This is an optimization exercise on Yosys and OpenROAD, whose aim is small area and a short achievable clock period, not a production implementation.
Only the layout flow was run in this run; the RTL was not checked for function there.
No activity file was given, so power comes from the tool's default toggle rates.

**design/flow/flow/run.sh**
```bash
#!/bin/bash
# The standard layout (standard.sh, unchanged synthesis) with two changes:
# the port buffers are plain buf_2 cells instead of the delay buffers that
# buffer_ports picks by default, and the clock tree is built from clkbuf_8 cells without dummy loads.
set -euo pipefail
export BUFFER_PORTS_ARGS="-buffer_cell sky130_fd_sc_hd__buf_2"
export CTS_ARGS="-sink_clustering_enable -repair_clock_nets -buf_list sky130_fd_sc_hd__clkbuf_8 -dont_use_dummy_load -sink_clustering_size 14 -sink_clustering_max_diameter 100"
bash standard.sh > standard.log 2>&1
```
**design/flow/standard.sh**
```bash
#!/bin/bash
# synth_recipe.tcl (not shown) runs the flow's synth.tcl, then flattens the netlist and writes it again
# the make line also repeats each setting of config.mk as NAME=value (left out here)
make -C /OpenROAD-flow-scripts/flow DESIGN_CONFIG=/design/flow/config.mk WORK_HOME=/design/flow/orfs CLKGATE_MAP_FILE= SYNTH_SCRIPT=/design/flow/synth_recipe.tcl "${@:-finish}"
```
**design/flow/config.mk**
```make
export PLATFORM = sky130hd
export DESIGN_NAME = wallaceMulTop
export DESIGN_NICKNAME = wallaceMulTop
export VERILOG_FILES = /design/flow/design.v
export SDC_FILE = /design/flow/constraint.sdc
export NUM_CORES = 4
export LEC_CHECK = 0
export ABC_CLOCK_PERIOD_IN_PS = 2500
export CAP_MARGIN = 20
export CORE_MARGIN = 2
export CORE_UTILIZATION = 60
export SETUP_SLACK_MARGIN = 2.1
export SLEW_MARGIN = 20
export SYNTH_HIERARCHICAL = 1
```
**design/flow/constraint.sdc**
```tcl
create_clock -name core_clock -period 4.3 [get_ports {clk}]
set_input_delay 0.8600 -clock core_clock [delete_from_list [all_inputs] [get_ports {clk}]]
set_output_delay 0.8600 -clock core_clock [all_outputs]
set_load 0.01 [all_outputs]
```
**design/flow/design.v**
```verilog
`timescale 1ns/1ps
package mulPkg;
	localparam int OpWidth   = 16;
	localparam int ProdWidth = 2 * OpWidth;
endpackage
`timescale 1ns/1ps
`timescale 1ns/1ps
module fullAdd (
	input  logic a,
	input  logic b,
	input  logic c,
	output logic s,
	output logic co
);
	assign s  = a ^ b ^ c;
	assign co = (a & b) | (a & c) | (b & c);
endmodule
module halfAdd (
	input  logic a,
	input  logic b,
	output logic s,
	output logic co
);
	assign s  = a ^ b;
	assign co = a & b;
endmodule
module boothEnc (
	input  logic [2:0] b,
	output logic       one,
	output logic       two,
	output logic       neg
);
	assign one = b[1] ^ b[0];
	assign two = (b[2] & ~b[1] & ~b[0]) | (~b[2] & b[1] & b[0]);
	assign neg = b[2];
endmodule
`timescale 1ns/1ps
`timescale 1ns/1ps
`timescale 1ns/1ps
`timescale 1ns/1ps
module wallaceMulTop (
	input  logic        clk,
	input  logic        arstN,
	input  logic        reqValid,
	input  logic [15:0] reqOpA,
	input  logic [15:0] reqOpB,
	output logic        respValid,
	output logic [31:0] respProduct
);
	logic        valid1_q;
	logic        valid2_q;
	logic [124:0] s1_d;
	logic [124:0] s1_q;
	logic [44:0] s2_d;
	logic [44:0] s2_q;
	logic [31:0] rowA;
	logic [31:0] rowB;
	logic [31:0] sum;
	always_ff @(posedge clk or negedge arstN) begin
		if (!arstN) begin
			valid1_q  <= 1'b0;
			valid2_q  <= 1'b0;
			respValid <= 1'b0;
		end else begin
			valid1_q  <= reqValid;
			valid2_q  <= valid1_q;
			respValid <= valid2_q;
		end
	end
	always_ff @(posedge clk) begin
		s1_q        <= s1_d;
		s2_q        <= s2_d;
		respProduct <= sum;
	end
	logic [16:0] bx;
	logic [7:0]  one;
	logic [7:0]  two;
	logic [7:0]  neg;
	assign bx = {reqOpB, 1'b0};
	for (genvar i = 0; i < 8; i++) begin : gEnc
		boothEnc uEnc (.b(bx[2*i+2:2*i]), .one(one[i]), .two(two[i]), .neg(neg[i]));
	end
	logic pp0_0;
	logic pp0_1;
	logic pp0_2;
	logic pp0_3;
	logic pp0_4;
	logic pp0_5;
	logic pp0_6;
	logic pp0_7;
	logic pp0_8;
	logic pp0_9;
	logic pp0_10;
	logic pp0_11;
	logic pp0_12;
	logic pp0_13;
	logic pp0_14;
	logic pp0_15;
	logic pp0_16;
	logic pp1_0;
	logic pp1_1;
	logic pp1_2;
	logic pp1_3;
	logic pp1_4;
	logic pp1_5;
	logic pp1_6;
	logic pp1_7;
	logic pp1_8;
	logic pp1_9;
	logic pp1_10;
	logic pp1_11;
	logic pp1_12;
	logic pp1_13;
	logic pp1_14;
	logic pp1_15;
	logic pp1_16;
	logic pp2_0;
	logic pp2_1;
	logic pp2_2;
	logic pp2_3;
	logic pp2_4;
	logic pp2_5;
	logic pp2_6;
	logic pp2_7;
	logic pp2_8;
	logic pp2_9;
	logic pp2_10;
	logic pp2_11;
	logic pp2_12;
	logic pp2_13;
	logic pp2_14;
	logic pp2_15;
	logic pp2_16;
	logic pp3_0;
	logic pp3_1;
	logic pp3_2;
	logic pp3_3;
	logic pp3_4;
	logic pp3_5;
	logic pp3_6;
	logic pp3_7;
	logic pp3_8;
	logic pp3_9;
	logic pp3_10;
	logic pp3_11;
	logic pp3_12;
	logic pp3_13;
	logic pp3_14;
	logic pp3_15;
	logic pp3_16;
	logic pp4_0;
	logic pp4_1;
	logic pp4_2;
	logic pp4_3;
	logic pp4_4;
	logic pp4_5;
	logic pp4_6;
	logic pp4_7;
	logic pp4_8;
	logic pp4_9;
	logic pp4_10;
	logic pp4_11;
	logic pp4_12;
	logic pp4_13;
	logic pp4_14;
	logic pp4_15;
	logic pp4_16;
	logic pp5_0;
	logic pp5_1;
	logic pp5_2;
	logic pp5_3;
	logic pp5_4;
	logic pp5_5;
	logic pp5_6;
	logic pp5_7;
	logic pp5_8;
	logic pp5_9;
	logic pp5_10;
	logic pp5_11;
	logic pp5_12;
	logic pp5_13;
	logic pp5_14;
	logic pp5_15;
	logic pp5_16;
	logic pp6_0;
	logic pp6_1;
	logic pp6_2;
	logic pp6_3;
	logic pp6_4;
	logic pp6_5;
	logic pp6_6;
	logic pp6_7;
	logic pp6_8;
	logic pp6_9;
	logic pp6_10;
	logic pp6_11;
	logic pp6_12;
	logic pp6_13;
	logic pp6_14;
	logic pp6_15;
	logic pp6_16;
	logic pp7_0;
	logic pp7_1;
	logic pp7_2;
	logic pp7_3;
	logic pp7_4;
	logic pp7_5;
	logic pp7_6;
	logic pp7_7;
	logic pp7_8;
	logic pp7_9;
	logic pp7_10;
	logic pp7_11;
	logic pp7_12;
	logic pp7_13;
	logic pp7_14;
	logic pp7_15;
	logic pp7_16;
	logic pp8_0;
	logic pp8_1;
	logic pp8_2;
	logic pp8_3;
	logic pp8_4;
	logic pp8_5;
	logic pp8_6;
	logic pp8_7;
	logic pp8_8;
	logic pp8_9;
	logic pp8_10;
	logic pp8_11;
	logic pp8_12;
	logic pp8_13;
	logic pp8_14;
	logic pp8_15;
	assign pp0_0 = (one[0] & reqOpA[0]) ^ neg[0];
	assign pp0_1 = ((one[0] & reqOpA[1]) | (two[0] & reqOpA[0])) ^ neg[0];
	assign pp0_2 = ((one[0] & reqOpA[2]) | (two[0] & reqOpA[1])) ^ neg[0];
	assign pp0_3 = ((one[0] & reqOpA[3]) | (two[0] & reqOpA[2])) ^ neg[0];
	assign pp0_4 = ((one[0] & reqOpA[4]) | (two[0] & reqOpA[3])) ^ neg[0];
	assign pp0_5 = ((one[0] & reqOpA[5]) | (two[0] & reqOpA[4])) ^ neg[0];
	assign pp0_6 = ((one[0] & reqOpA[6]) | (two[0] & reqOpA[5])) ^ neg[0];
	assign pp0_7 = ((one[0] & reqOpA[7]) | (two[0] & reqOpA[6])) ^ neg[0];
	assign pp0_8 = ((one[0] & reqOpA[8]) | (two[0] & reqOpA[7])) ^ neg[0];
	assign pp0_9 = ((one[0] & reqOpA[9]) | (two[0] & reqOpA[8])) ^ neg[0];
	assign pp0_10 = ((one[0] & reqOpA[10]) | (two[0] & reqOpA[9])) ^ neg[0];
	assign pp0_11 = ((one[0] & reqOpA[11]) | (two[0] & reqOpA[10])) ^ neg[0];
	assign pp0_12 = ((one[0] & reqOpA[12]) | (two[0] & reqOpA[11])) ^ neg[0];
	assign pp0_13 = ((one[0] & reqOpA[13]) | (two[0] & reqOpA[12])) ^ neg[0];
	assign pp0_14 = ((one[0] & reqOpA[14]) | (two[0] & reqOpA[13])) ^ neg[0];
	assign pp0_15 = ((one[0] & reqOpA[15]) | (two[0] & reqOpA[14])) ^ neg[0];
	assign pp0_16 = (two[0] & reqOpA[15]) ^ neg[0];
	assign pp1_0 = (one[1] & reqOpA[0]) ^ neg[1];
	assign pp1_1 = ((one[1] & reqOpA[1]) | (two[1] & reqOpA[0])) ^ neg[1];
	assign pp1_2 = ((one[1] & reqOpA[2]) | (two[1] & reqOpA[1])) ^ neg[1];
	assign pp1_3 = ((one[1] & reqOpA[3]) | (two[1] & reqOpA[2])) ^ neg[1];
	assign pp1_4 = ((one[1] & reqOpA[4]) | (two[1] & reqOpA[3])) ^ neg[1];
	assign pp1_5 = ((one[1] & reqOpA[5]) | (two[1] & reqOpA[4])) ^ neg[1];
	assign pp1_6 = ((one[1] & reqOpA[6]) | (two[1] & reqOpA[5])) ^ neg[1];
	assign pp1_7 = ((one[1] & reqOpA[7]) | (two[1] & reqOpA[6])) ^ neg[1];
	assign pp1_8 = ((one[1] & reqOpA[8]) | (two[1] & reqOpA[7])) ^ neg[1];
	assign pp1_9 = ((one[1] & reqOpA[9]) | (two[1] & reqOpA[8])) ^ neg[1];
	assign pp1_10 = ((one[1] & reqOpA[10]) | (two[1] & reqOpA[9])) ^ neg[1];
	assign pp1_11 = ((one[1] & reqOpA[11]) | (two[1] & reqOpA[10])) ^ neg[1];
	assign pp1_12 = ((one[1] & reqOpA[12]) | (two[1] & reqOpA[11])) ^ neg[1];
	assign pp1_13 = ((one[1] & reqOpA[13]) | (two[1] & reqOpA[12])) ^ neg[1];
	assign pp1_14 = ((one[1] & reqOpA[14]) | (two[1] & reqOpA[13])) ^ neg[1];
	assign pp1_15 = ((one[1] & reqOpA[15]) | (two[1] & reqOpA[14])) ^ neg[1];
	assign pp1_16 = (two[1] & reqOpA[15]) ^ neg[1];
	assign pp2_0 = (one[2] & reqOpA[0]) ^ neg[2];
	assign pp2_1 = ((one[2] & reqOpA[1]) | (two[2] & reqOpA[0])) ^ neg[2];
	assign pp2_2 = ((one[2] & reqOpA[2]) | (two[2] & reqOpA[1])) ^ neg[2];
	assign pp2_3 = ((one[2] & reqOpA[3]) | (two[2] & reqOpA[2])) ^ neg[2];
	assign pp2_4 = ((one[2] & reqOpA[4]) | (two[2] & reqOpA[3])) ^ neg[2];
	assign pp2_5 = ((one[2] & reqOpA[5]) | (two[2] & reqOpA[4])) ^ neg[2];
	assign pp2_6 = ((one[2] & reqOpA[6]) | (two[2] & reqOpA[5])) ^ neg[2];
	assign pp2_7 = ((one[2] & reqOpA[7]) | (two[2] & reqOpA[6])) ^ neg[2];
	assign pp2_8 = ((one[2] & reqOpA[8]) | (two[2] & reqOpA[7])) ^ neg[2];
	assign pp2_9 = ((one[2] & reqOpA[9]) | (two[2] & reqOpA[8])) ^ neg[2];
	assign pp2_10 = ((one[2] & reqOpA[10]) | (two[2] & reqOpA[9])) ^ neg[2];
	assign pp2_11 = ((one[2] & reqOpA[11]) | (two[2] & reqOpA[10])) ^ neg[2];
	assign pp2_12 = ((one[2] & reqOpA[12]) | (two[2] & reqOpA[11])) ^ neg[2];
	assign pp2_13 = ((one[2] & reqOpA[13]) | (two[2] & reqOpA[12])) ^ neg[2];
	assign pp2_14 = ((one[2] & reqOpA[14]) | (two[2] & reqOpA[13])) ^ neg[2];
	assign pp2_15 = ((one[2] & reqOpA[15]) | (two[2] & reqOpA[14])) ^ neg[2];
	assign pp2_16 = (two[2] & reqOpA[15]) ^ neg[2];
	assign pp3_0 = (one[3] & reqOpA[0]) ^ neg[3];
	assign pp3_1 = ((one[3] & reqOpA[1]) | (two[3] & reqOpA[0])) ^ neg[3];
	assign pp3_2 = ((one[3] & reqOpA[2]) | (two[3] & reqOpA[1])) ^ neg[3];
	assign pp3_3 = ((one[3] & reqOpA[3]) | (two[3] & reqOpA[2])) ^ neg[3];
	assign pp3_4 = ((one[3] & reqOpA[4]) | (two[3] & reqOpA[3])) ^ neg[3];
	assign pp3_5 = ((one[3] & reqOpA[5]) | (two[3] & reqOpA[4])) ^ neg[3];
	assign pp3_6 = ((one[3] & reqOpA[6]) | (two[3] & reqOpA[5])) ^ neg[3];
	assign pp3_7 = ((one[3] & reqOpA[7]) | (two[3] & reqOpA[6])) ^ neg[3];
	assign pp3_8 = ((one[3] & reqOpA[8]) | (two[3] & reqOpA[7])) ^ neg[3];
	assign pp3_9 = ((one[3] & reqOpA[9]) | (two[3] & reqOpA[8])) ^ neg[3];
	assign pp3_10 = ((one[3] & reqOpA[10]) | (two[3] & reqOpA[9])) ^ neg[3];
	assign pp3_11 = ((one[3] & reqOpA[11]) | (two[3] & reqOpA[10])) ^ neg[3];
	assign pp3_12 = ((one[3] & reqOpA[12]) | (two[3] & reqOpA[11])) ^ neg[3];
	assign pp3_13 = ((one[3] & reqOpA[13]) | (two[3] & reqOpA[12])) ^ neg[3];
	assign pp3_14 = ((one[3] & reqOpA[14]) | (two[3] & reqOpA[13])) ^ neg[3];
	assign pp3_15 = ((one[3] & reqOpA[15]) | (two[3] & reqOpA[14])) ^ neg[3];
	assign pp3_16 = (two[3] & reqOpA[15]) ^ neg[3];
	assign pp4_0 = (one[4] & reqOpA[0]) ^ neg[4];
	assign pp4_1 = ((one[4] & reqOpA[1]) | (two[4] & reqOpA[0])) ^ neg[4];
	assign pp4_2 = ((one[4] & reqOpA[2]) | (two[4] & reqOpA[1])) ^ neg[4];
	assign pp4_3 = ((one[4] & reqOpA[3]) | (two[4] & reqOpA[2])) ^ neg[4];
	assign pp4_4 = ((one[4] & reqOpA[4]) | (two[4] & reqOpA[3])) ^ neg[4];
	assign pp4_5 = ((one[4] & reqOpA[5]) | (two[4] & reqOpA[4])) ^ neg[4];
	assign pp4_6 = ((one[4] & reqOpA[6]) | (two[4] & reqOpA[5])) ^ neg[4];
	assign pp4_7 = ((one[4] & reqOpA[7]) | (two[4] & reqOpA[6])) ^ neg[4];
	assign pp4_8 = ((one[4] & reqOpA[8]) | (two[4] & reqOpA[7])) ^ neg[4];
	assign pp4_9 = ((one[4] & reqOpA[9]) | (two[4] & reqOpA[8])) ^ neg[4];
	assign pp4_10 = ((one[4] & reqOpA[10]) | (two[4] & reqOpA[9])) ^ neg[4];
	assign pp4_11 = ((one[4] & reqOpA[11]) | (two[4] & reqOpA[10])) ^ neg[4];
	assign pp4_12 = ((one[4] & reqOpA[12]) | (two[4] & reqOpA[11])) ^ neg[4];
	assign pp4_13 = ((one[4] & reqOpA[13]) | (two[4] & reqOpA[12])) ^ neg[4];
	assign pp4_14 = ((one[4] & reqOpA[14]) | (two[4] & reqOpA[13])) ^ neg[4];
	assign pp4_15 = ((one[4] & reqOpA[15]) | (two[4] & reqOpA[14])) ^ neg[4];
	assign pp4_16 = (two[4] & reqOpA[15]) ^ neg[4];
	assign pp5_0 = (one[5] & reqOpA[0]) ^ neg[5];
	assign pp5_1 = ((one[5] & reqOpA[1]) | (two[5] & reqOpA[0])) ^ neg[5];
	assign pp5_2 = ((one[5] & reqOpA[2]) | (two[5] & reqOpA[1])) ^ neg[5];
	assign pp5_3 = ((one[5] & reqOpA[3]) | (two[5] & reqOpA[2])) ^ neg[5];
	assign pp5_4 = ((one[5] & reqOpA[4]) | (two[5] & reqOpA[3])) ^ neg[5];
	assign pp5_5 = ((one[5] & reqOpA[5]) | (two[5] & reqOpA[4])) ^ neg[5];
	assign pp5_6 = ((one[5] & reqOpA[6]) | (two[5] & reqOpA[5])) ^ neg[5];
	assign pp5_7 = ((one[5] & reqOpA[7]) | (two[5] & reqOpA[6])) ^ neg[5];
	assign pp5_8 = ((one[5] & reqOpA[8]) | (two[5] & reqOpA[7])) ^ neg[5];
	assign pp5_9 = ((one[5] & reqOpA[9]) | (two[5] & reqOpA[8])) ^ neg[5];
	assign pp5_10 = ((one[5] & reqOpA[10]) | (two[5] & reqOpA[9])) ^ neg[5];
	assign pp5_11 = ((one[5] & reqOpA[11]) | (two[5] & reqOpA[10])) ^ neg[5];
	assign pp5_12 = ((one[5] & reqOpA[12]) | (two[5] & reqOpA[11])) ^ neg[5];
	assign pp5_13 = ((one[5] & reqOpA[13]) | (two[5] & reqOpA[12])) ^ neg[5];
	assign pp5_14 = ((one[5] & reqOpA[14]) | (two[5] & reqOpA[13])) ^ neg[5];
	assign pp5_15 = ((one[5] & reqOpA[15]) | (two[5] & reqOpA[14])) ^ neg[5];
	assign pp5_16 = (two[5] & reqOpA[15]) ^ neg[5];
	assign pp6_0 = (one[6] & reqOpA[0]) ^ neg[6];
	assign pp6_1 = ((one[6] & reqOpA[1]) | (two[6] & reqOpA[0])) ^ neg[6];
	assign pp6_2 = ((one[6] & reqOpA[2]) | (two[6] & reqOpA[1])) ^ neg[6];
	assign pp6_3 = ((one[6] & reqOpA[3]) | (two[6] & reqOpA[2])) ^ neg[6];
	assign pp6_4 = ((one[6] & reqOpA[4]) | (two[6] & reqOpA[3])) ^ neg[6];
	assign pp6_5 = ((one[6] & reqOpA[5]) | (two[6] & reqOpA[4])) ^ neg[6];
	assign pp6_6 = ((one[6] & reqOpA[6]) | (two[6] & reqOpA[5])) ^ neg[6];
	assign pp6_7 = ((one[6] & reqOpA[7]) | (two[6] & reqOpA[6])) ^ neg[6];
	assign pp6_8 = ((one[6] & reqOpA[8]) | (two[6] & reqOpA[7])) ^ neg[6];
	assign pp6_9 = ((one[6] & reqOpA[9]) | (two[6] & reqOpA[8])) ^ neg[6];
	assign pp6_10 = ((one[6] & reqOpA[10]) | (two[6] & reqOpA[9])) ^ neg[6];
	assign pp6_11 = ((one[6] & reqOpA[11]) | (two[6] & reqOpA[10])) ^ neg[6];
	assign pp6_12 = ((one[6] & reqOpA[12]) | (two[6] & reqOpA[11])) ^ neg[6];
	assign pp6_13 = ((one[6] & reqOpA[13]) | (two[6] & reqOpA[12])) ^ neg[6];
	assign pp6_14 = ((one[6] & reqOpA[14]) | (two[6] & reqOpA[13])) ^ neg[6];
	assign pp6_15 = ((one[6] & reqOpA[15]) | (two[6] & reqOpA[14])) ^ neg[6];
	assign pp6_16 = (two[6] & reqOpA[15]) ^ neg[6];
	assign pp7_0 = (one[7] & reqOpA[0]) ^ neg[7];
	assign pp7_1 = ((one[7] & reqOpA[1]) | (two[7] & reqOpA[0])) ^ neg[7];
	assign pp7_2 = ((one[7] & reqOpA[2]) | (two[7] & reqOpA[1])) ^ neg[7];
	assign pp7_3 = ((one[7] & reqOpA[3]) | (two[7] & reqOpA[2])) ^ neg[7];
	assign pp7_4 = ((one[7] & reqOpA[4]) | (two[7] & reqOpA[3])) ^ neg[7];
	assign pp7_5 = ((one[7] & reqOpA[5]) | (two[7] & reqOpA[4])) ^ neg[7];
	assign pp7_6 = ((one[7] & reqOpA[6]) | (two[7] & reqOpA[5])) ^ neg[7];
	assign pp7_7 = ((one[7] & reqOpA[7]) | (two[7] & reqOpA[6])) ^ neg[7];
	assign pp7_8 = ((one[7] & reqOpA[8]) | (two[7] & reqOpA[7])) ^ neg[7];
	assign pp7_9 = ((one[7] & reqOpA[9]) | (two[7] & reqOpA[8])) ^ neg[7];
	assign pp7_10 = ((one[7] & reqOpA[10]) | (two[7] & reqOpA[9])) ^ neg[7];
	assign pp7_11 = ((one[7] & reqOpA[11]) | (two[7] & reqOpA[10])) ^ neg[7];
	assign pp7_12 = ((one[7] & reqOpA[12]) | (two[7] & reqOpA[11])) ^ neg[7];
	assign pp7_13 = ((one[7] & reqOpA[13]) | (two[7] & reqOpA[12])) ^ neg[7];
	assign pp7_14 = ((one[7] & reqOpA[14]) | (two[7] & reqOpA[13])) ^ neg[7];
	assign pp7_15 = ((one[7] & reqOpA[15]) | (two[7] & reqOpA[14])) ^ neg[7];
	assign pp7_16 = (two[7] & reqOpA[15]) ^ neg[7];
	assign pp8_0 = reqOpA[0] & reqOpB[15];
	assign pp8_1 = reqOpA[1] & reqOpB[15];
	assign pp8_2 = reqOpA[2] & reqOpB[15];
	assign pp8_3 = reqOpA[3] & reqOpB[15];
	assign pp8_4 = reqOpA[4] & reqOpB[15];
	assign pp8_5 = reqOpA[5] & reqOpB[15];
	assign pp8_6 = reqOpA[6] & reqOpB[15];
	assign pp8_7 = reqOpA[7] & reqOpB[15];
	assign pp8_8 = reqOpA[8] & reqOpB[15];
	assign pp8_9 = reqOpA[9] & reqOpB[15];
	assign pp8_10 = reqOpA[10] & reqOpB[15];
	assign pp8_11 = reqOpA[11] & reqOpB[15];
	assign pp8_12 = reqOpA[12] & reqOpB[15];
	assign pp8_13 = reqOpA[13] & reqOpB[15];
	assign pp8_14 = reqOpA[14] & reqOpB[15];
	assign pp8_15 = reqOpA[15] & reqOpB[15];
	logic xs1;
	logic xc2;
	logic xs3;
	logic xc4;
	logic xs5;
	logic xc6;
	logic xs7;
	logic xc8;
	logic xs9;
	logic xc10;
	logic xs11;
	logic xc12;
	logic xs13;
	logic xc14;
	logic xs15;
	logic xc16;
	logic xs17;
	logic xc18;
	logic xs19;
	logic xc20;
	logic xs21;
	logic xc22;
	logic xs23;
	logic xc24;
	logic xs25;
	logic xc26;
	logic xs27;
	logic xc28;
	logic xs29;
	logic xc30;
	logic xs31;
	logic xc32;
	logic xs33;
	logic xc34;
	logic xs35;
	logic xc36;
	logic xs37;
	logic xc38;
	logic xs39;
	logic xc40;
	logic xs41;
	logic xc42;
	logic xs43;
	logic xc44;
	logic xs45;
	logic xc46;
	logic xs47;
	logic xc48;
	logic xs49;
	logic xc50;
	logic xs51;
	logic xc52;
	logic xs53;
	logic xc54;
	logic xs55;
	logic xc56;
	logic xs57;
	logic xc58;
	logic xs59;
	logic xc60;
	logic xs61;
	logic xc62;
	logic xs63;
	logic xc64;
	logic xs65;
	logic xc66;
	logic xs67;
	logic xc68;
	logic xs69;
	logic xc70;
	logic xs71;
	logic xc72;
	logic xs73;
	logic xc74;
	logic xs75;
	logic xc76;
	logic xs77;
	logic xc78;
	logic xs79;
	logic xc80;
	logic xs81;
	logic xc82;
	logic xs83;
	logic xc84;
	logic xs85;
	logic xc86;
	logic xs87;
	logic xc88;
	logic xs89;
	logic xc90;
	logic xs91;
	logic xc92;
	logic xs93;
	logic xc94;
	logic xs95;
	logic xc96;
	logic xs97;
	logic xc98;
	logic xs99;
	logic xc100;
	logic xs101;
	logic xc102;
	logic xs103;
	logic xc104;
	logic xs105;
	logic xc106;
	logic xs107;
	logic xc108;
	logic xs109;
	logic xc110;
	logic xs111;
	logic xc112;
	halfAdd uxs1 (.a(neg[0]), .b(pp0_0), .s(xs1), .co(xc2));
	halfAdd uxs3 (.a(pp0_1), .b(xc2), .s(xs3), .co(xc4));
	fullAdd uxs5 (.a(neg[1]), .b(pp0_2), .c(pp1_0), .s(xs5), .co(xc6));
	halfAdd uxs7 (.a(pp0_3), .b(pp1_1), .s(xs7), .co(xc8));
	fullAdd uxs9 (.a(neg[2]), .b(pp0_4), .c(pp1_2), .s(xs9), .co(xc10));
	halfAdd uxs11 (.a(pp2_0), .b(xc8), .s(xs11), .co(xc12));
	fullAdd uxs13 (.a(pp0_5), .b(pp1_3), .c(pp2_1), .s(xs13), .co(xc14));
	fullAdd uxs15 (.a(neg[3]), .b(pp0_6), .c(pp1_4), .s(xs15), .co(xc16));
	fullAdd uxs17 (.a(pp0_7), .b(pp1_5), .c(pp2_3), .s(xs17), .co(xc18));
	fullAdd uxs19 (.a(neg[4]), .b(pp0_8), .c(pp1_6), .s(xs19), .co(xc20));
	fullAdd uxs21 (.a(pp2_4), .b(pp3_2), .c(pp4_0), .s(xs21), .co(xc22));
	fullAdd uxs23 (.a(pp0_9), .b(pp1_7), .c(pp2_5), .s(xs23), .co(xc24));
	fullAdd uxs25 (.a(neg[5]), .b(pp0_10), .c(pp1_8), .s(xs25), .co(xc26));
	fullAdd uxs27 (.a(pp2_6), .b(pp3_4), .c(pp4_2), .s(xs27), .co(xc28));
	fullAdd uxs29 (.a(pp0_11), .b(pp1_9), .c(pp2_7), .s(xs29), .co(xc30));
	fullAdd uxs31 (.a(pp3_5), .b(pp4_3), .c(pp5_1), .s(xs31), .co(xc32));
	fullAdd uxs33 (.a(neg[6]), .b(pp0_12), .c(pp1_10), .s(xs33), .co(xc34));
	fullAdd uxs35 (.a(pp2_8), .b(pp3_6), .c(pp4_4), .s(xs35), .co(xc36));
	fullAdd uxs37 (.a(pp0_13), .b(pp1_11), .c(pp2_9), .s(xs37), .co(xc38));
	fullAdd uxs39 (.a(pp3_7), .b(pp4_5), .c(pp5_3), .s(xs39), .co(xc40));
	fullAdd uxs41 (.a(neg[7]), .b(pp0_14), .c(pp1_12), .s(xs41), .co(xc42));
	fullAdd uxs43 (.a(pp2_10), .b(pp3_8), .c(pp4_6), .s(xs43), .co(xc44));
	fullAdd uxs45 (.a(pp5_4), .b(pp6_2), .c(pp7_0), .s(xs45), .co(xc46));
	fullAdd uxs47 (.a(pp0_15), .b(pp1_13), .c(pp2_11), .s(xs47), .co(xc48));
	fullAdd uxs49 (.a(pp3_9), .b(pp4_7), .c(pp5_5), .s(xs49), .co(xc50));
	fullAdd uxs51 (.a(pp8_0), .b(pp0_16), .c(pp1_14), .s(xs51), .co(xc52));
	fullAdd uxs53 (.a(pp2_12), .b(pp3_10), .c(pp4_8), .s(xs53), .co(xc54));
	fullAdd uxs55 (.a(pp5_6), .b(pp6_4), .c(pp7_2), .s(xs55), .co(xc56));
	fullAdd uxs57 (.a(pp8_1), .b(neg[0]), .c(pp1_15), .s(xs57), .co(xc58));
	fullAdd uxs59 (.a(pp2_13), .b(pp3_11), .c(pp4_9), .s(xs59), .co(xc60));
	fullAdd uxs61 (.a(pp5_7), .b(pp6_5), .c(pp7_3), .s(xs61), .co(xc62));
	fullAdd uxs63 (.a(pp8_2), .b(neg[0]), .c(pp1_16), .s(xs63), .co(xc64));
	fullAdd uxs65 (.a(pp2_14), .b(pp3_12), .c(pp4_10), .s(xs65), .co(xc66));
	fullAdd uxs67 (.a(pp5_8), .b(pp6_6), .c(pp7_4), .s(xs67), .co(xc68));
	fullAdd uxs69 (.a(pp8_3), .b(~neg[0]), .c(~neg[1]), .s(xs69), .co(xc70));
	fullAdd uxs71 (.a(pp2_15), .b(pp3_13), .c(pp4_11), .s(xs71), .co(xc72));
	fullAdd uxs73 (.a(pp5_9), .b(pp6_7), .c(pp7_5), .s(xs73), .co(xc74));
	assign xs75 = ~(pp8_4 ^ xc70);
	assign xc76 = pp8_4 | xc70;
	fullAdd uxs77 (.a(pp2_16), .b(pp3_14), .c(pp4_12), .s(xs77), .co(xc78));
	fullAdd uxs79 (.a(pp5_10), .b(pp6_8), .c(pp7_6), .s(xs79), .co(xc80));
	fullAdd uxs81 (.a(pp8_5), .b(~neg[2]), .c(pp3_15), .s(xs81), .co(xc82));
	fullAdd uxs83 (.a(pp4_13), .b(pp5_11), .c(pp6_9), .s(xs83), .co(xc84));
	assign xs85 = ~(pp8_6 ^ pp3_16);
	assign xc86 = pp8_6 | pp3_16;
	fullAdd uxs87 (.a(pp4_14), .b(pp5_12), .c(pp6_10), .s(xs87), .co(xc88));
	fullAdd uxs89 (.a(pp8_7), .b(~neg[3]), .c(pp4_15), .s(xs89), .co(xc90));
	fullAdd uxs91 (.a(pp5_13), .b(pp6_11), .c(pp7_9), .s(xs91), .co(xc92));
	assign xs93 = ~(pp8_8 ^ pp4_16);
	assign xc94 = pp8_8 | pp4_16;
	fullAdd uxs95 (.a(pp5_14), .b(pp6_12), .c(pp7_10), .s(xs95), .co(xc96));
	fullAdd uxs97 (.a(pp8_9), .b(~neg[4]), .c(pp5_15), .s(xs97), .co(xc98));
	assign xs99 = ~(pp8_10 ^ pp5_16);
	assign xc100 = pp8_10 | pp5_16;
	fullAdd uxs101 (.a(pp8_11), .b(~neg[5]), .c(pp6_15), .s(xs101), .co(xc102));
	halfAdd uxs103 (.a(pp7_13), .b(xc100), .s(xs103), .co(xc104));
	assign xs105 = ~(pp8_12 ^ pp6_16);
	assign xc106 = pp8_12 | pp6_16;
	fullAdd uxs107 (.a(pp8_13), .b(~neg[6]), .c(pp7_15), .s(xs107), .co(xc108));
	assign xs109 = ~(pp8_14 ^ pp7_16);
	assign xc110 = pp8_14 | pp7_16;
	halfAdd uxs111 (.a(pp8_15), .b(~neg[7]), .s(xs111), .co(xc112));
	assign s1_d[0] = xs1;  
	assign s1_d[1] = xs3;  
	assign s1_d[2] = xc4;  
	assign s1_d[3] = xs5;  
	assign s1_d[4] = xs7;  
	assign s1_d[5] = xc6;  
	assign s1_d[6] = xs9;  
	assign s1_d[7] = xs11;  
	assign s1_d[8] = xc10;  
	assign s1_d[9] = xc12;  
	assign s1_d[10] = xs13;  
	assign s1_d[11] = pp2_2;  
	assign s1_d[12] = pp3_0;  
	assign s1_d[13] = xc14;  
	assign s1_d[14] = xs15;  
	assign s1_d[15] = pp3_1;  
	assign s1_d[16] = xc16;  
	assign s1_d[17] = xs17;  
	assign s1_d[18] = xc18;  
	assign s1_d[19] = xs19;  
	assign s1_d[20] = xs21;  
	assign s1_d[21] = pp3_3;  
	assign s1_d[22] = pp4_1;  
	assign s1_d[23] = xc20;  
	assign s1_d[24] = xc22;  
	assign s1_d[25] = xs23;  
	assign s1_d[26] = pp5_0;  
	assign s1_d[27] = xc24;  
	assign s1_d[28] = xs25;  
	assign s1_d[29] = xs27;  
	assign s1_d[30] = xc26;  
	assign s1_d[31] = xc28;  
	assign s1_d[32] = xs29;  
	assign s1_d[33] = xs31;  
	assign s1_d[34] = pp5_2;  
	assign s1_d[35] = pp6_0;  
	assign s1_d[36] = xc30;  
	assign s1_d[37] = xc32;  
	assign s1_d[38] = xs33;  
	assign s1_d[39] = xs35;  
	assign s1_d[40] = pp6_1;  
	assign s1_d[41] = xc34;  
	assign s1_d[42] = xc36;  
	assign s1_d[43] = xs37;  
	assign s1_d[44] = xs39;  
	assign s1_d[45] = xc38;  
	assign s1_d[46] = xc40;  
	assign s1_d[47] = xs41;  
	assign s1_d[48] = xs43;  
	assign s1_d[49] = xs45;  
	assign s1_d[50] = pp6_3;  
	assign s1_d[51] = pp7_1;  
	assign s1_d[52] = xc42;  
	assign s1_d[53] = xc44;  
	assign s1_d[54] = xc46;  
	assign s1_d[55] = xs47;  
	assign s1_d[56] = xs49;  
	assign s1_d[57] = xc48;  
	assign s1_d[58] = xc50;  
	assign s1_d[59] = xs51;  
	assign s1_d[60] = xs53;  
	assign s1_d[61] = xs55;  
	assign s1_d[62] = xc52;  
	assign s1_d[63] = xc54;  
	assign s1_d[64] = xc56;  
	assign s1_d[65] = xs57;  
	assign s1_d[66] = xs59;  
	assign s1_d[67] = xs61;  
	assign s1_d[68] = xc58;  
	assign s1_d[69] = xc60;  
	assign s1_d[70] = xc62;  
	assign s1_d[71] = xs63;  
	assign s1_d[72] = xs65;  
	assign s1_d[73] = xs67;  
	assign s1_d[74] = xs69;  
	assign s1_d[75] = xc64;  
	assign s1_d[76] = xc66;  
	assign s1_d[77] = xc68;  
	assign s1_d[78] = xs71;  
	assign s1_d[79] = xs73;  
	assign s1_d[80] = xs75;  
	assign s1_d[81] = xc72;  
	assign s1_d[82] = xc74;  
	assign s1_d[83] = xs77;  
	assign s1_d[84] = xs79;  
	assign s1_d[85] = pp7_7;  
	assign s1_d[86] = xc76;  
	assign s1_d[87] = xc78;  
	assign s1_d[88] = xc80;  
	assign s1_d[89] = xs81;  
	assign s1_d[90] = xs83;  
	assign s1_d[91] = pp7_8;  
	assign s1_d[92] = xs85;  
	assign s1_d[93] = xc82;  
	assign s1_d[94] = xc84;  
	assign s1_d[95] = xs87;  
	assign s1_d[96] = xc86;  
	assign s1_d[97] = xc88;  
	assign s1_d[98] = xs89;  
	assign s1_d[99] = xs91;  
	assign s1_d[100] = xs93;  
	assign s1_d[101] = xc90;  
	assign s1_d[102] = xc92;  
	assign s1_d[103] = xs95;  
	assign s1_d[104] = pp6_13;  
	assign s1_d[105] = pp7_11;  
	assign s1_d[106] = xc94;  
	assign s1_d[107] = xc96;  
	assign s1_d[108] = xs97;  
	assign s1_d[109] = pp6_14;  
	assign s1_d[110] = pp7_12;  
	assign s1_d[111] = xs99;  
	assign s1_d[112] = xc98;  
	assign s1_d[113] = xs101;  
	assign s1_d[114] = xs103;  
	assign s1_d[115] = pp7_14;  
	assign s1_d[116] = xs105;  
	assign s1_d[117] = xc102;  
	assign s1_d[118] = xc104;  
	assign s1_d[119] = xc106;  
	assign s1_d[120] = xs107;  
	assign s1_d[121] = xs109;  
	assign s1_d[122] = xc108;  
	assign s1_d[123] = xs111;  
	assign s1_d[124] = xc110;  
	logic ys113;
	logic yc114;
	logic ys115;
	logic yc116;
	logic ys117;
	logic yc118;
	logic ys119;
	logic yc120;
	logic ys121;
	logic yc122;
	logic ys123;
	logic yc124;
	logic ys125;
	logic yc126;
	logic ys127;
	logic yc128;
	logic ys129;
	logic yc130;
	logic ys131;
	logic yc132;
	logic ys133;
	logic yc134;
	logic ys135;
	logic yc136;
	logic ys137;
	logic yc138;
	logic ys139;
	logic yc140;
	logic ys141;
	logic yc142;
	logic ys143;
	logic yc144;
	logic ys145;
	logic yc146;
	logic ys147;
	logic yc148;
	logic ys149;
	logic yc150;
	logic ys151;
	logic yc152;
	logic ys153;
	logic yc154;
	logic ys155;
	logic yc156;
	logic ys157;
	logic yc158;
	logic ys159;
	logic yc160;
	logic ys161;
	logic yc162;
	logic ys163;
	logic yc164;
	logic ys165;
	logic yc166;
	logic ys167;
	logic yc168;
	logic ys169;
	logic yc170;
	logic ys171;
	logic yc172;
	logic ys173;
	logic yc174;
	logic ys175;
	logic yc176;
	logic ys177;
	logic yc178;
	logic ys179;
	logic yc180;
	logic ys181;
	logic yc182;
	logic ys183;
	logic yc184;
	logic ys185;
	logic yc186;
	logic ys187;
	logic yc188;
	logic ys189;
	logic yc190;
	logic ys191;
	logic yc192;
	logic ys193;
	logic yc194;
	logic ys195;
	logic yc196;
	logic ys197;
	logic yc198;
	logic ys199;
	logic yc200;
	logic ys201;
	logic yc202;
	logic ys203;
	logic yc204;
	logic ys205;
	logic yc206;
	logic ys207;
	logic yc208;
	logic ys209;
	logic yc210;
	logic ys211;
	logic yc212;
	logic ys213;
	logic yc214;
	logic ys215;
	logic yc216;
	logic ys217;
	logic yc218;
	logic ys219;
	logic yc220;
	logic ys221;
	logic yc222;
	logic ys223;
	logic yc224;
	logic ys225;
	logic yc226;
	logic ys227;
	logic yc228;
	logic ys229;
	logic yc230;
	logic ys231;
	logic yc232;
	logic ys233;
	logic yc234;
	logic ys235;
	logic yc236;
	logic ys237;
	logic yc238;
	logic ys239;
	logic yc240;
	logic ys241;
	logic yc242;
	logic ys243;
	logic yc244;
	logic ys245;
	logic yc246;
	logic ys247;
	logic yc248;
	logic ys249;
	logic yc250;
	logic ys251;
	logic yc252;
	logic ys253;
	logic yc254;
	logic ys255;
	logic yc256;
	logic ys257;
	logic yc258;
	logic ys259;
	logic yc260;
	logic ys261;
	logic yc262;
	logic ys263;
	logic yc264;
	logic ys265;
	logic yc266;
	logic ys267;
	logic yc268;
	logic ys269;
	logic yc270;
	logic ys271;
	logic yc272;
	logic ys273;
	logic yc274;
	logic ys275;
	logic yc276;
	logic ys277;
	logic yc278;
	logic ys279;
	logic yc280;
	logic ys281;
	logic yc282;
	logic ys283;
	logic yc284;
	logic ys285;
	logic yc286;
	halfAdd uys113 (.a(s1_q[2]), .b(s1_q[3]), .s(ys113), .co(yc114));
	fullAdd uys115 (.a(s1_q[4]), .b(s1_q[5]), .c(yc114), .s(ys115), .co(yc116));
	fullAdd uys117 (.a(s1_q[6]), .b(s1_q[7]), .c(yc116), .s(ys117), .co(yc118));
	fullAdd uys119 (.a(s1_q[8]), .b(s1_q[9]), .c(s1_q[10]), .s(ys119), .co(yc120));
	halfAdd uys121 (.a(ys119), .b(yc118), .s(ys121), .co(yc122));
	fullAdd uys123 (.a(s1_q[11]), .b(s1_q[12]), .c(s1_q[13]), .s(ys123), .co(yc124));
	fullAdd uys125 (.a(s1_q[14]), .b(yc120), .c(ys123), .s(ys125), .co(yc126));
	halfAdd uys127 (.a(ys125), .b(yc122), .s(ys127), .co(yc128));
	fullAdd uys129 (.a(s1_q[15]), .b(s1_q[16]), .c(s1_q[17]), .s(ys129), .co(yc130));
	fullAdd uys131 (.a(yc124), .b(ys129), .c(yc126), .s(ys131), .co(yc132));
	halfAdd uys133 (.a(ys131), .b(yc128), .s(ys133), .co(yc134));
	fullAdd uys135 (.a(s1_q[18]), .b(s1_q[19]), .c(s1_q[20]), .s(ys135), .co(yc136));
	fullAdd uys137 (.a(yc130), .b(ys135), .c(yc132), .s(ys137), .co(yc138));
	halfAdd uys139 (.a(yc134), .b(ys137), .s(ys139), .co(yc140));
	fullAdd uys141 (.a(s1_q[21]), .b(s1_q[22]), .c(s1_q[23]), .s(ys141), .co(yc142));
	fullAdd uys143 (.a(s1_q[24]), .b(s1_q[25]), .c(yc136), .s(ys143), .co(yc144));
	fullAdd uys145 (.a(ys141), .b(ys143), .c(yc138), .s(ys145), .co(yc146));
	fullAdd uys147 (.a(s1_q[26]), .b(s1_q[27]), .c(s1_q[28]), .s(ys147), .co(yc148));
	fullAdd uys149 (.a(s1_q[29]), .b(yc142), .c(ys147), .s(ys149), .co(yc150));
	halfAdd uys151 (.a(yc144), .b(ys149), .s(ys151), .co(yc152));
	fullAdd uys153 (.a(s1_q[30]), .b(s1_q[31]), .c(s1_q[32]), .s(ys153), .co(yc154));
	fullAdd uys155 (.a(s1_q[33]), .b(yc148), .c(ys153), .s(ys155), .co(yc156));
	fullAdd uys157 (.a(yc150), .b(ys155), .c(yc152), .s(ys157), .co(yc158));
	fullAdd uys159 (.a(s1_q[34]), .b(s1_q[35]), .c(s1_q[36]), .s(ys159), .co(yc160));
	fullAdd uys161 (.a(s1_q[37]), .b(s1_q[38]), .c(s1_q[39]), .s(ys161), .co(yc162));
	fullAdd uys163 (.a(yc154), .b(ys159), .c(ys161), .s(ys163), .co(yc164));
	fullAdd uys165 (.a(yc156), .b(ys163), .c(yc158), .s(ys165), .co(yc166));
	fullAdd uys167 (.a(s1_q[40]), .b(s1_q[41]), .c(s1_q[42]), .s(ys167), .co(yc168));
	fullAdd uys169 (.a(s1_q[43]), .b(s1_q[44]), .c(yc160), .s(ys169), .co(yc170));
	fullAdd uys171 (.a(yc162), .b(ys167), .c(yc164), .s(ys171), .co(yc172));
	halfAdd uys173 (.a(ys169), .b(ys171), .s(ys173), .co(yc174));
	fullAdd uys175 (.a(s1_q[45]), .b(s1_q[46]), .c(s1_q[47]), .s(ys175), .co(yc176));
	fullAdd uys177 (.a(s1_q[48]), .b(s1_q[49]), .c(yc168), .s(ys177), .co(yc178));
	fullAdd uys179 (.a(ys175), .b(yc170), .c(ys177), .s(ys179), .co(yc180));
	fullAdd uys181 (.a(yc172), .b(ys179), .c(yc174), .s(ys181), .co(yc182));
	fullAdd uys183 (.a(s1_q[50]), .b(s1_q[51]), .c(s1_q[52]), .s(ys183), .co(yc184));
	fullAdd uys185 (.a(s1_q[53]), .b(s1_q[54]), .c(s1_q[55]), .s(ys185), .co(yc186));
	fullAdd uys187 (.a(s1_q[56]), .b(yc176), .c(ys183), .s(ys187), .co(yc188));
	fullAdd uys189 (.a(ys185), .b(yc178), .c(ys187), .s(ys189), .co(yc190));
	halfAdd uys191 (.a(yc180), .b(ys189), .s(ys191), .co(yc192));
	fullAdd uys193 (.a(s1_q[57]), .b(s1_q[58]), .c(s1_q[59]), .s(ys193), .co(yc194));
	fullAdd uys195 (.a(s1_q[60]), .b(s1_q[61]), .c(yc184), .s(ys195), .co(yc196));
	fullAdd uys197 (.a(yc186), .b(ys193), .c(yc188), .s(ys197), .co(yc198));
	fullAdd uys199 (.a(ys195), .b(yc190), .c(ys197), .s(ys199), .co(yc200));
	fullAdd uys201 (.a(s1_q[62]), .b(s1_q[63]), .c(s1_q[64]), .s(ys201), .co(yc202));
	fullAdd uys203 (.a(s1_q[65]), .b(s1_q[66]), .c(s1_q[67]), .s(ys203), .co(yc204));
	fullAdd uys205 (.a(yc194), .b(ys201), .c(ys203), .s(ys205), .co(yc206));
	fullAdd uys207 (.a(yc196), .b(ys205), .c(yc198), .s(ys207), .co(yc208));
	fullAdd uys209 (.a(s1_q[68]), .b(s1_q[69]), .c(s1_q[70]), .s(ys209), .co(yc210));
	fullAdd uys211 (.a(s1_q[71]), .b(s1_q[72]), .c(s1_q[73]), .s(ys211), .co(yc212));
	fullAdd uys213 (.a(yc202), .b(yc204), .c(ys209), .s(ys213), .co(yc214));
	fullAdd uys215 (.a(ys211), .b(yc206), .c(ys213), .s(ys215), .co(yc216));
	fullAdd uys217 (.a(s1_q[74]), .b(s1_q[75]), .c(s1_q[76]), .s(ys217), .co(yc218));
	fullAdd uys219 (.a(s1_q[77]), .b(s1_q[78]), .c(s1_q[79]), .s(ys219), .co(yc220));
	fullAdd uys221 (.a(yc210), .b(yc212), .c(ys217), .s(ys221), .co(yc222));
	fullAdd uys223 (.a(ys219), .b(yc214), .c(ys221), .s(ys223), .co(yc224));
	fullAdd uys225 (.a(s1_q[80]), .b(s1_q[81]), .c(s1_q[82]), .s(ys225), .co(yc226));
	fullAdd uys227 (.a(s1_q[83]), .b(s1_q[84]), .c(yc218), .s(ys227), .co(yc228));
	fullAdd uys229 (.a(yc220), .b(ys225), .c(yc222), .s(ys229), .co(yc230));
	fullAdd uys231 (.a(ys227), .b(yc224), .c(ys229), .s(ys231), .co(yc232));
	fullAdd uys233 (.a(s1_q[85]), .b(s1_q[86]), .c(s1_q[87]), .s(ys233), .co(yc234));
	fullAdd uys235 (.a(s1_q[88]), .b(s1_q[89]), .c(s1_q[90]), .s(ys235), .co(yc236));
	fullAdd uys237 (.a(yc226), .b(ys233), .c(ys235), .s(ys237), .co(yc238));
	fullAdd uys239 (.a(yc228), .b(ys237), .c(yc230), .s(ys239), .co(yc240));
	fullAdd uys241 (.a(s1_q[91]), .b(s1_q[92]), .c(s1_q[93]), .s(ys241), .co(yc242));
	fullAdd uys243 (.a(s1_q[94]), .b(s1_q[95]), .c(yc234), .s(ys243), .co(yc244));
	fullAdd uys245 (.a(yc236), .b(ys241), .c(yc238), .s(ys245), .co(yc246));
	fullAdd uys247 (.a(ys243), .b(ys245), .c(yc240), .s(ys247), .co(yc248));
	fullAdd uys249 (.a(s1_q[96]), .b(s1_q[97]), .c(s1_q[98]), .s(ys249), .co(yc250));
	fullAdd uys251 (.a(s1_q[99]), .b(yc242), .c(ys249), .s(ys251), .co(yc252));
	fullAdd uys253 (.a(yc244), .b(ys251), .c(yc246), .s(ys253), .co(yc254));
	fullAdd uys255 (.a(s1_q[100]), .b(s1_q[101]), .c(s1_q[102]), .s(ys255), .co(yc256));
	fullAdd uys257 (.a(s1_q[103]), .b(yc250), .c(ys255), .s(ys257), .co(yc258));
	fullAdd uys259 (.a(yc252), .b(ys257), .c(yc254), .s(ys259), .co(yc260));
	fullAdd uys261 (.a(s1_q[104]), .b(s1_q[105]), .c(s1_q[106]), .s(ys261), .co(yc262));
	fullAdd uys263 (.a(s1_q[107]), .b(s1_q[108]), .c(yc256), .s(ys263), .co(yc264));
	fullAdd uys265 (.a(ys261), .b(yc258), .c(ys263), .s(ys265), .co(yc266));
	fullAdd uys267 (.a(s1_q[109]), .b(s1_q[110]), .c(s1_q[111]), .s(ys267), .co(yc268));
	fullAdd uys269 (.a(s1_q[112]), .b(yc262), .c(ys267), .s(ys269), .co(yc270));
	fullAdd uys271 (.a(yc264), .b(ys269), .c(yc266), .s(ys271), .co(yc272));
	fullAdd uys273 (.a(s1_q[113]), .b(s1_q[114]), .c(yc268), .s(ys273), .co(yc274));
	fullAdd uys275 (.a(yc270), .b(ys273), .c(yc272), .s(ys275), .co(yc276));
	fullAdd uys277 (.a(s1_q[115]), .b(s1_q[116]), .c(s1_q[117]), .s(ys277), .co(yc278));
	fullAdd uys279 (.a(s1_q[118]), .b(ys277), .c(yc274), .s(ys279), .co(yc280));
	fullAdd uys281 (.a(s1_q[119]), .b(s1_q[120]), .c(yc278), .s(ys281), .co(yc282));
	fullAdd uys283 (.a(s1_q[121]), .b(s1_q[122]), .c(yc282), .s(ys283), .co(yc284));
	fullAdd uys285 (.a(s1_q[123]), .b(s1_q[124]), .c(yc284), .s(ys285), .co(yc286));
	assign s2_d[0] = s1_q[0];  
	assign s2_d[1] = s1_q[1];  
	assign s2_d[2] = ys113;  
	assign s2_d[3] = ys115;  
	assign s2_d[4] = ys117;  
	assign s2_d[5] = ys121;  
	assign s2_d[6] = ys127;  
	assign s2_d[7] = ys133;  
	assign s2_d[8] = ys139;  
	assign s2_d[9] = yc140;  
	assign s2_d[10] = ys145;  
	assign s2_d[11] = ys151;  
	assign s2_d[12] = yc146;  
	assign s2_d[13] = ys157;  
	assign s2_d[14] = ys165;  
	assign s2_d[15] = ys173;  
	assign s2_d[16] = yc166;  
	assign s2_d[17] = ys181;  
	assign s2_d[18] = ys191;  
	assign s2_d[19] = yc182;  
	assign s2_d[20] = yc192;  
	assign s2_d[21] = ys199;  
	assign s2_d[22] = yc200;  
	assign s2_d[23] = ys207;  
	assign s2_d[24] = ys215;  
	assign s2_d[25] = yc208;  
	assign s2_d[26] = yc216;  
	assign s2_d[27] = ys223;  
	assign s2_d[28] = ys231;  
	assign s2_d[29] = yc232;  
	assign s2_d[30] = ys239;  
	assign s2_d[31] = ys247;  
	assign s2_d[32] = ys253;  
	assign s2_d[33] = yc248;  
	assign s2_d[34] = ys259;  
	assign s2_d[35] = ys265;  
	assign s2_d[36] = yc260;  
	assign s2_d[37] = ys271;  
	assign s2_d[38] = ys275;  
	assign s2_d[39] = ys279;  
	assign s2_d[40] = yc276;  
	assign s2_d[41] = ys281;  
	assign s2_d[42] = yc280;  
	assign s2_d[43] = ys283;  
	assign s2_d[44] = ys285;  
	assign rowA[0] = s2_q[0];
	assign rowB[0] = 1'b0;
	assign rowA[1] = s2_q[1];
	assign rowB[1] = 1'b0;
	assign rowA[2] = s2_q[2];
	assign rowB[2] = 1'b0;
	assign rowA[3] = s2_q[3];
	assign rowB[3] = 1'b0;
	assign rowA[4] = s2_q[4];
	assign rowB[4] = 1'b0;
	assign rowA[5] = s2_q[5];
	assign rowB[5] = 1'b0;
	assign rowA[6] = s2_q[6];
	assign rowB[6] = 1'b0;
	assign rowA[7] = s2_q[7];
	assign rowB[7] = 1'b0;
	assign rowA[8] = s2_q[8];
	assign rowB[8] = 1'b0;
	assign rowA[9] = s2_q[9];
	assign rowB[9] = s2_q[10];
	assign rowA[10] = s2_q[11];
	assign rowB[10] = s2_q[12];
	assign rowA[11] = s2_q[13];
	assign rowB[11] = 1'b0;
	assign rowA[12] = s2_q[14];
	assign rowB[12] = 1'b0;
	assign rowA[13] = s2_q[15];
	assign rowB[13] = s2_q[16];
	assign rowA[14] = s2_q[17];
	assign rowB[14] = 1'b0;
	assign rowA[15] = s2_q[18];
	assign rowB[15] = s2_q[19];
	assign rowA[16] = s2_q[20];
	assign rowB[16] = s2_q[21];
	assign rowA[17] = s2_q[22];
	assign rowB[17] = s2_q[23];
	assign rowA[18] = s2_q[24];
	assign rowB[18] = s2_q[25];
	assign rowA[19] = s2_q[26];
	assign rowB[19] = s2_q[27];
	assign rowA[20] = s2_q[28];
	assign rowB[20] = 1'b0;
	assign rowA[21] = s2_q[29];
	assign rowB[21] = s2_q[30];
	assign rowA[22] = s2_q[31];
	assign rowB[22] = 1'b0;
	assign rowA[23] = s2_q[32];
	assign rowB[23] = s2_q[33];
	assign rowA[24] = s2_q[34];
	assign rowB[24] = 1'b0;
	assign rowA[25] = s2_q[35];
	assign rowB[25] = s2_q[36];
	assign rowA[26] = s2_q[37];
	assign rowB[26] = 1'b0;
	assign rowA[27] = s2_q[38];
	assign rowB[27] = 1'b0;
	assign rowA[28] = s2_q[39];
	assign rowB[28] = s2_q[40];
	assign rowA[29] = s2_q[41];
	assign rowB[29] = s2_q[42];
	assign rowA[30] = s2_q[43];
	assign rowB[30] = 1'b0;
	assign rowA[31] = s2_q[44];
	assign rowB[31] = 1'b0;
	assign sum = rowA + rowB;
endmodule
```
==> flow_summary.ini <==
[power]
intPower_mw = 4.992
powerDensity_nw_per_um2 = 678.5
switching_power_mw = 3.158
seq_power_share_pct = 37.5
power_frac_comb_pct = 50.7
leakagePower_nw = 4.685
peakVddDrop_mv = 0.4634
power.total_mw = 8.149
swShare_pct = 38.75
clockPowerShare_pct = 11.9

[setup_path]
critical_path_class = register to register
slowest_delay_ps = 520
crit_fanout = 1
cp-start-kind = register
r2r_start = s1_q[11]
path_cells = fa_1 > fa_2 > fa_2 > fa_2 > fa_2
worstRegToRegCells = 5
worstPathRequired_ps = 4740
crit_slowest_cell = fa_2
critPathCaptureType = register
r2r-end = s2_q[10]
cp.arrival_ps = 2980
rrSetupSlack_ps = 1770
critPathMostFrequentCell = fa_2

[global_routing]
grt_max_degree = 25
antenna_found_initial = 0
overflow = 0
grt_pass1_vias = 7411
track_usage_pct = 25.73
grt_pass1_wl_mm = 39.30

[cts]
numCtsBuffers = 18
insertion_delay_ps = 510
tritoncts = built
path_clk_slew_ps = 100
cts_max_level = 1
root_buffer = clkbuf_8
cts_max_path_buffers = 3
cts.sink_count = 205

[sta]
finalClockSkew_ps = 28.49
finalSetupViolCount = 0
fmax_mhz = 394.7
finalCriticalPeriod_ps = 2533
slew_viol_final = 0
rsz0062_at_grt = yes
fin_tns_setup_ps = 0
hold_violations = 0
fin_crit_sh_pct = 58.91

[die]
num_rows = 49
start_util_pct = 60.66
die_h_um = 138.1
dieWidth_um = 138.1
fp.coreArea_um2 = 17780
die-area_um2 = 19060
boundaryPins = 68

[route]
drt_iter0_markers = 433
wl_met2_mm = 11.51
ant_nets = 0
num_vias = 6864
dr.max_layer_used = met4
viasPerCell = 5.852
drc = 0
dr.pass1.iters = 5
wl_met3_mm = 1.533
drt_wl_total_mm = 24.38
drt-met1-wl_mm = 10.81
wire_per_inst_um = 20.79

[synthesis]
synthesis.area_um2 = 10790
syn_avg_cell_area_um2 = 11.75
yosysSeqAreaShare_pct = 38.19
synth_edf_count = 0
synthDistinctLibCells = 54
synth_area_leaders = dfxtp_1 37%, fa_1 23%, xnor2_1 12%, a22oi_1 8.4%, ha_1 3.8%
yosys_warnings = 7
syn_inst = 918
netlist.area_leader.share_pct = 37.49
async_reset_ff_share_pct = 1.463
ys_seq_elements = 205
synth_ff_type = dfxtp_1
synth.largest_area_cell = dfxtp_1

[finish]
multi_input_area_um2 = 6540
final_net_count = 1138
drive_gt1_share_pct = 23.20
final_util_pct = 67.56
syn_to_final_growth_pct = 11.37
fin_area_um2 = 12010
seq_area_um2 = 4131
num_antenna_cells = 0
num-fill-cells = 1315

[place]
place_area_um2 = 11360
place.port_buffers = 67
dp_hpwl_mm = 16.97
place_congestion = 0.8423

[job]
drv_cap = 0

[outcome]
status = complete, no violations

[hold_path]
worstHoldPathType = input pin to asynchronous set/reset pin
kinds of logic (layout without fill, tap and decap cells):
kind of cell | after synthesis | after routing | synth area share (%)
AO/OA/AOI/OAI | 172 | 172 | 12.39
XOR/XNOR | 159 | 159 | 12.91
adder cells (fa/ha/maj) | 157 | 157 | 26.84
buffers and inverters | 122 | 146 | 4.780
flip-flops | 205 | 205 | 38.19
other | 1 | 3 | 0.03477
AND/OR/NAND/NOR | 102 | 102 | 4.849
worst max path at each step:
stage / start / to
finish: s1_q[11] / s2_q[10]
global route: s1_q[101] / s2_q[38]
CTS: s1_q[11] / s2_q[10]
detailed placement: reqOpB[7] / s1_q[87]
global placement: reqOpB[5] / s1_q[29]
floorplan: s1_q[87] / s2_q[34]
repair_timing:
action / 4_1_cts / 5_1_grt
pin swaps: 13 / 8
resized for setup: 28 / 28
gates cloned: 0 / 1
setup buffers: 13 / 3
setup endpoints to repair: 128 / 77
hold buffers: 0 / 0
per-module statistics from Yosys (local to each module, per instance):
| module | cell area (µm²) | cells | copies in the design | flip-flops and latches |
|---|---|---|---|---|
| boothEnc | 38.79 | 5 | 8 | 0 |
| fullAdd | 20.02 | 1 | 123 | 0 |
| wallaceMulTop | 7838 | 741 | 1 | 205 |
| halfAdd | 12.51 | 1 | 14 | 0 |
layout make-up:
class	count	share of cell area (%)
Clock buffer	18	2.063
Inverter	28	0.8750
Sequential cell	205	34.40
Multi-Input combinational cell	593	54.45
Timing Repair Buffer	100	5.833
Tap cell	229	2.385
synth_stat cells (9+ instances only):
library cell / count
dfxtp_1: 202
xnor2_1: 147
fa_1: 124
a22oi_1: 120
clkbuf_1: 74
nand2_1: 43
ha_1: 33
inv_1: 28
xor2_1: 12
and2_1: 11
buf_2: 10
nand2b_1: 10
nor2_1: 9
worst max-delay path: cells and delay by family (launching register included):
kind / cells / cell delay (ps)
flip-flops: 1 / 330
adder cells (fa/ha/maj): 5 / 2140
layout by cell type (no fill, tap or decap), types with 3 or more instances in the layout:
master	n
a21o_1	3
a21oi_1	8
a22oi_1	99
a22oi_2	21
a31oi_1	6
and2_1	11
buf_12	6
buf_2	62
buf_4	23
buf_6	8
clkbuf_8	18
conb_1	3
dfrtp_1	3
dfxtp_1	192
dfxtp_2	10
fa_1	90
fa_2	34
ha_1	30
inv_1	27
nand2_1	42
nand2b_1	4
nand2b_4	6
nand3_1	6
nand4_1	5
nor2_1	9
o21ai_0	6
o22ai_2	3
o22ai_4	6
xnor2_1	145
xor2_1	10
registers in the layout (all words and copies together) (netlist names):
name and flops:
valid1_q 1, valid2_q 1, respValid 1, respProduct 32, s2_q 45, s1_q 125
power groups by stage:
stage | combinational, mW | clock, mW | sequential [mW]
global placement | 3.80 | 0 | 3.07
finish | 4.13 | 0.969 | 3.05
global route | 4.68 | 1.07 | 3.13
CTS | 4.07 | 1.00 | 3.05
detailed placement | 3.96 | 0 | 3.09
floorplan | 2.82 | 0 | 3.06
routing by layer:
layer / track usage [%] / up-vias
met5: 0 / -
met4: 7.411 / 0
met3: 3.464 / 40
met2: 41.53 / 259
met1: 36.87 / 3468
li1: - / 3097
per-stage QoR:
step                worst slack [ps]  std cells  hold slack [ps]
detailed placement              1014       1138            313.8
finish                          1767       1173            133.7
CTS                             1790       1169            113.1
global route                    1743       1173            122.3
floorplan                       1920        920            309.6
global placement                1071       1138            309.8

separate check: timing with driven ports:
No port has a modelled driver above. Below, the same layout with a new extraction and two added sets of constraints. Step 1 (the two cells are an assumption about what drives the block):
set clk [get_ports {clk}]
set_driving_cell -lib_cell sky130_fd_sc_hd__clkbuf_16 $clk
set_driving_cell -lib_cell sky130_fd_sc_hd__buf_2 [delete_from_list [all_inputs] $clk]
Step 2 times the ports against the registers' clock, not the clock port: input delays grow and output delays shrink by t, the midpoint of the rising clock arrivals with the driver on. Three values: no drivers, after step 1, after step 2; two values: the first two.
t, ns: 0.544
slack for setup (ns): 1.767 / 1.767 / 1.612
worst hold slack (ns): 0.134 / 0.111 / 0.330
worst slew at a driven data input, ns: 0.04
pins driven straight from the clock port: 1
After both steps setup and hold are still met in this run. For this run, drivers alone change the setup slack by 0.000 ns; drivers and shift together by -0.155 ns.
